This design comes from an exercise in tuning for small area, a short achievable clock period and few clock cycles per item on the open sky130 flow, not from production work. Function was checked by simulation only, so behaviour that the tests miss may differ from the original. Power is estimated from default activity; no workload was simulated.

==> build 80: inputs <==
Design sigma_clipped_mean_unit, start of the top module:
module sigma_clipped_mean_unit (
    input  logic        i_clk,
    input  logic        i_rst_n,
    input  logic        s_axis_tvalid,
    output logic        s_axis_tready,
    input  logic [15:0] s_axis_tdata,    
    output logic        m_axis_tvalid,
    input  logic        m_axis_tready,
    output logic [31:0] m_axis_tdata     
);
Settings: LEC_CHECK=0, ABC_CLOCK_PERIOD_IN_PS=3000, CAP_MARGIN=20, CORE_MARGIN=2, CORE_UTILIZATION=65, PLACE_DENSITY=0.75, SLEW_MARGIN=20; clock period 10.0 ns.
run.sh (not shown) runs the stock make flow with config.mk's settings and CLKGATE_MAP_FILE= SYNTH_SCRIPT=/design/flow/synth_recipe.tcl, a recipe that flattens the netlist after the stock synthesis.
==> inputs of build 63, as changes to build 80 <==
--- a/flow/design.v
+++ b/flow/design.v
@@ -4,32 +4,41 @@
     localparam int SUM_BITS  = 20;    
     localparam int QSUM_BITS = 37;    
     localparam int DEV_BITS  = 21;    
     localparam int DSQ_BITS  = 41;    
 endpackage
 module scm_div2 (
     input  logic [3:0] i_rem,
     input  logic [1:0] i_num,    
-    input  logic [4:0] i_div,
+    input  logic [4:0] i_div,    
+    input  logic [5:0] i_div3,   
     output logic [3:0] o_rem,
     output logic [1:0] o_quo
 );
-    logic [5:0] d0, d1;
-    logic [4:0] t0, t1;
-    logic [3:0] r0;
+    logic [5:0] t;
+    logic [6:0] d1, d2, d3;
     always_comb begin
-        t0 = {i_rem, i_num[1]};
-        d0 = {1'b0, t0} - {1'b0, i_div};
-        o_quo[1] = ~d0[5];
-        r0 = o_quo[1] ? d0[3:0] : t0[3:0];
-        t1 = {r0, i_num[0]};
-        d1 = {1'b0, t1} - {1'b0, i_div};
-        o_quo[0] = ~d1[5];
-        o_rem = o_quo[0] ? d1[3:0] : t1[3:0];
+        t  = {i_rem, i_num};
+        d1 = {1'b0, t} - {2'b00, i_div};
+        d2 = {1'b0, t} - {1'b0, i_div, 1'b0};
+        d3 = {1'b0, t} - {1'b0, i_div3};
+        if (!d3[6]) begin
+            o_quo = 2'd3;
+            o_rem = d3[3:0];
+        end else if (!d2[6]) begin
+            o_quo = 2'd2;
+            o_rem = d2[3:0];
+        end else if (!d1[6]) begin
+            o_quo = 2'd1;
+            o_rem = d1[3:0];
+        end else begin
+            o_quo = 2'd0;
+            o_rem = t[3:0];
+        end
     end
 endmodule
 module scm_sq1 (
     input  logic [15:0] i_x,
     input  logic [36:0] i_qs,
     input  logic [36:0] i_qc,
     output logic [36:0] o_s,
     output logic [36:0] o_c
@@ -1180,17 +1189,21 @@
     output logic [31:0] m_axis_tdata     
 );
     localparam int TAIL = RING_LEN - 1;
     logic [RING_LEN-1:0][15:0] r_x;
     logic [RING_LEN-1:0]       r_v;       
     logic [RING_LEN-1:0]       r_p;       
     logic                      r_ev1;     
     logic                      r_ev2;     
+    logic                      r_ev3;     
+    logic                      r_keep;    
+    logic [15:0]               r_xt;      
     logic                      r_ready;   
+    logic                      r_ready_o; 
     logic [15:0]               r_xin;     
     logic                      r_full;    
     logic [3:0]                r_fill;
     logic                      r_lpar;    
     logic signed [SUM_BITS-1:0] r_s;
     logic [QSUM_BITS-1:0]      r_qs, r_qc;
     logic                      r_epar;    
     logic [4:0]                r_ecnt;    
@@ -1198,38 +1211,42 @@
     logic                      r_sp;      
     logic signed [SUM_BITS-1:0] r_sthr;
     logic [DEV_BITS-1:0]       r_d;
     logic [DSQ_BITS-1:0]       r_e2s, r_e2c;
     logic [DSQ_BITS-1:0]       r_ts, r_tc;   
     logic signed [SUM_BITS-1:0] r_ks;
     logic [4:0]                r_k;
     logic [4:0]                r_kcnt;
-    logic                      r_busy, r_fix, r_ovalid, r_neg;
+    logic                      r_busy, r_ovalid;
     logic [3:0]                r_dcnt;
     logic [3:0]                r_rem;
     logic [23:0]               r_quo;
     logic [4:0]                r_kd;
+    logic [5:0]                r_kd3;     
     wire tail_rec = r_v[TAIL] & ~r_ev2;
     wire accept   = s_axis_tvalid & r_ready;
-    assign s_axis_tready = r_ready;
-    wire div_idle = ~r_busy & ~r_fix & ~r_ovalid;
+    assign s_axis_tready = r_ready_o;
+    wire ready_nxt = ~(r_v[TAIL-1] & ~r_ev1) & ~full_nxt;
+    wire div_idle = ~r_busy & ~r_ovalid;
     wire edone    = r_ecnt[4];
     wire launch   = r_full & edone & div_idle;
     wire full_nxt = (r_full & ~launch) | (accept & (r_fill == 4'd15));
     always_ff @(posedge i_clk) begin
         r_x   <= {r_x[RING_LEN-2:0], tail_rec ? r_x[TAIL] : s_axis_tdata};
         r_p   <= {r_p[RING_LEN-2:0], tail_rec ? r_p[TAIL] : r_lpar};
         r_xin <= accept ? s_axis_tdata : 16'd0;
         if (!i_rst_n) begin
-            r_v     <= '0;
-            r_ready <= 1'b1;
+            r_v       <= '0;
+            r_ready   <= 1'b1;
+            r_ready_o <= 1'b1;
         end else begin
-            r_v     <= {r_v[RING_LEN-2:0], tail_rec | accept};
-            r_ready <= ~(r_v[TAIL-1] & ~r_ev1) & ~full_nxt;
+            r_v       <= {r_v[RING_LEN-2:0], tail_rec | accept};
+            r_ready   <= ready_nxt;
+            r_ready_o <= ready_nxt;
         end
     end
     wire signed [SUM_BITS-1:0] s_next = r_s + SUM_BITS'($signed(r_xin));
     logic [QSUM_BITS-1:0] qs_next, qc_next;
     scm_sq1 u_sq1 (
         .i_x  (r_xin),
         .i_qs (r_qs),
         .i_qc (r_qc),
@@ -1302,75 +1319,78 @@
             if (launch) begin
                 r_ecnt <= '0;
             end else if (cons) begin
                 r_ecnt <= r_ecnt + 1'b1;
             end
         end
     end
     wire xfer = r_kcnt[4] & div_idle;
-    wire signed [SUM_BITS-1:0] ks_add = r_ks + SUM_BITS'($signed(r_x[TAIL]));
+    wire signed [SUM_BITS-1:0] ks_add = r_ks + SUM_BITS'($signed(r_xt));
     always_ff @(posedge i_clk) begin
+        r_xt   <= r_x[TAIL];
+        r_keep <= keep;
         if (!i_rst_n) begin
+            r_ev3  <= 1'b0;
             r_ks   <= '0;
             r_k    <= '0;
             r_kcnt <= '0;
-        end else if (xfer) begin
-            r_ks   <= '0;
-            r_k    <= '0;
-            r_kcnt <= '0;
-        end else if (r_ev2) begin
-            r_kcnt <= r_kcnt + 1'b1;
-            if (keep) begin
-                r_ks <= ks_add;
-                r_k  <= r_k + 1'b1;
+        end else begin
+            r_ev3 <= r_ev2;
+            if (xfer) begin
+                r_ks   <= '0;
+                r_k    <= '0;
+                r_kcnt <= '0;
+            end else if (r_ev3) begin
+                r_kcnt <= r_kcnt + 1'b1;
+                if (r_keep) begin
+                    r_ks <= ks_add;
+                    r_k  <= r_k + 1'b1;
+                end
             end
         end
     end
     logic [3:0] rem_next;
     logic [1:0] quo_bits;
-    wire  [3:0] rem_init = r_ks[SUM_BITS-1:16] + (r_ks[SUM_BITS-1] ? r_k[3:0] : 4'd0);
+    wire        ks_neg   = r_ks[SUM_BITS-1];
+    wire  [3:0] rem_init = r_ks[SUM_BITS-1:16] + (ks_neg ? r_k[3:0] : 4'd0);
+    wire  [7:0] num_low  = ks_neg ? 8'(r_k - 1'b1) : 8'h00;
     scm_div2 u_div (
         .i_rem (r_rem),
         .i_num (r_quo[23:22]),
         .i_div (r_kd),
+        .i_div3(r_kd3),
         .o_rem (rem_next),
         .o_quo (quo_bits)
     );
     always_ff @(posedge i_clk) begin
         if (xfer) begin
-            r_neg <= r_ks[SUM_BITS-1];
             r_rem <= rem_init;
-            r_quo <= {r_ks[15:0], 8'h00};
+            r_quo <= {r_ks[15:0], num_low};
             r_kd  <= r_k;
+            r_kd3 <= {1'b0, r_k} + {r_k, 1'b0};
         end else if (r_busy) begin
             r_rem <= rem_next;
             r_quo <= {r_quo[21:0], quo_bits};
-        end else if (r_fix) begin
-            r_quo <= r_quo + 24'(r_neg && (r_rem != 4'd0));
         end
         if (!i_rst_n) begin
             r_busy   <= 1'b0;
-            r_fix    <= 1'b0;
             r_ovalid <= 1'b0;
             r_dcnt   <= '0;
         end else begin
             if (xfer) begin
                 r_busy <= 1'b1;
                 r_dcnt <= '0;
             end else if (r_busy) begin
                 r_dcnt <= r_dcnt + 1'b1;
                 if (r_dcnt == 4'd11) begin
-                    r_busy <= 1'b0;
-                    r_fix  <= 1'b1;
+                    r_busy   <= 1'b0;
+                    r_ovalid <= 1'b1;
                 end
             end
-            if (r_fix) begin
-                r_fix    <= 1'b0;
-                r_ovalid <= 1'b1;
-            end else if (r_ovalid && m_axis_tready) begin
+            if (r_ovalid && m_axis_tready) begin
                 r_ovalid <= 1'b0;
             end
         end
     end
     assign m_axis_tvalid = r_ovalid;
     assign m_axis_tdata  = {3'b000, r_kd, r_quo};
 endmodule
==> flow/flow/run.sh (new file) <==
#!/bin/bash
set -euo pipefail
MARGIN=6.5
EXTRA="SETUP_SLACK_MARGIN=${MARGIN} BUFFER_PORTS_ARGS=-buffer_cell\\\\ sky130_fd_sc_hd__buf_2"
sed "s|\"\${@:-finish}\"|${EXTRA} \"\${@:-finish}\"|" standard.sh > standard_tuned.sh
grep -q "SETUP_SLACK_MARGIN=${MARGIN}" standard_tuned.sh
bash standard_tuned.sh finish > flow_make.log 2>&1
==> flow/standard.sh (new file) <==
#!/bin/bash
# synth_recipe.tcl (not shown) runs the flow's synth.tcl, then flattens the netlist and writes it again
# the make line also repeats each setting of config.mk as NAME=value (left out here)
make -C /OpenROAD-flow-scripts/flow DESIGN_CONFIG=/design/flow/config.mk WORK_HOME=/design/flow/orfs CLKGATE_MAP_FILE= SYNTH_SCRIPT=/design/flow/synth_recipe.tcl "${@:-finish}"
- CORE_UTILIZATION: 65 -> 40
- PLACE_DENSITY: 0.75 -> default
removed: flow/run.sh
==> run summary <==
Clock period minus worst slack: build 63 3410 ps; build 80 4390 ps
Starting density of the core: build 63 40.2%; build 80 66.0%
Fraction of final layout cells sized beyond drive strength 1: build 63 7.99%; build 80 5.74%
Worst setup path start: build 63 r_ready_o; build 80 r_ts[37]
Slew @ Worst Pin: build 63 1130 ps; build 80 1170 ps
Number of enable-type register cells in the synthesized netlist: build 63 133; build 80 121
Reg area: build 63 16600 µm²; build 80 16000 µm²
Worst path bufs/invs: build 63 1; build 80 3
Xor/xnor share of the synthesized area: build 63 2.03%; build 80 2.15%
Total of clock buffers placed in the layout: build 63 109; build 80 110
Number of resized instances in the post-cts repair step: build 63 24; build 80 0
Max IR drop VDD: build 63 0.235 mV; build 80 0.184 mV
Area of the mapped netlist: build 63 36200 µm²; build 80 35800 µm²
Clk pwr: build 63 0.00310 W; build 80 0.00278 W
Top achievable clock speed: build 63 293 MHz; build 80 228 MHz
Met1 Usage GRT: build 63 25.2%; build 80 36.2%
Number of nets at the end of the flow: build 63 3939; build 80 3887
Post-Route Skew: build 63 36.0 ps; build 80 18.3 ps
Result of the run: build 63 timing/DRC/antenna clean; build 80 timing/DRC/antenna clean
Cell area after layout: build 63 40500 µm²; build 80 39400 µm²
Testbench counts of build 80, summed over its fixed seeds: cycles 3,528, items 192.
Testbench counts of build 63, summed over its fixed seeds: cycles 3,528, items 192.

[port drivers added, routing unchanged]
No port has a modelled driver above. Below, the same layouts with a new extraction and two added sets of constraints.
Step 1 assumes that a clkbuf_16 drives the clock port and a buf_2 every other input.
Step 2 adds t to the input delays and takes it off the output delays; t is the mean of the earliest and latest rising clock arrival at the registers after step 1. Input paths then give back, and output paths get back, about the clock's delay inside the block.
Three values: ideal ports, drivers, drivers and shift; two values: the first two.
| run | t (ns) | setup WS [ns] | worst setup path after step 2 | worst data-port slew with drivers (ns) |
|---|---|---|---|---|
| build 80 | 0.677 | 5.614 / 5.614 / 5.614 | register to register | 0.04 |
| build 63 | 0.698 | 6.592 / 6.528 / 6.273 | input to register | 0.07 |
After both steps every run listed still meets setup and hold. For build 63, which loses most, drivers alone change the setup slack by -0.064 ns; drivers and shift together by -0.319 ns.
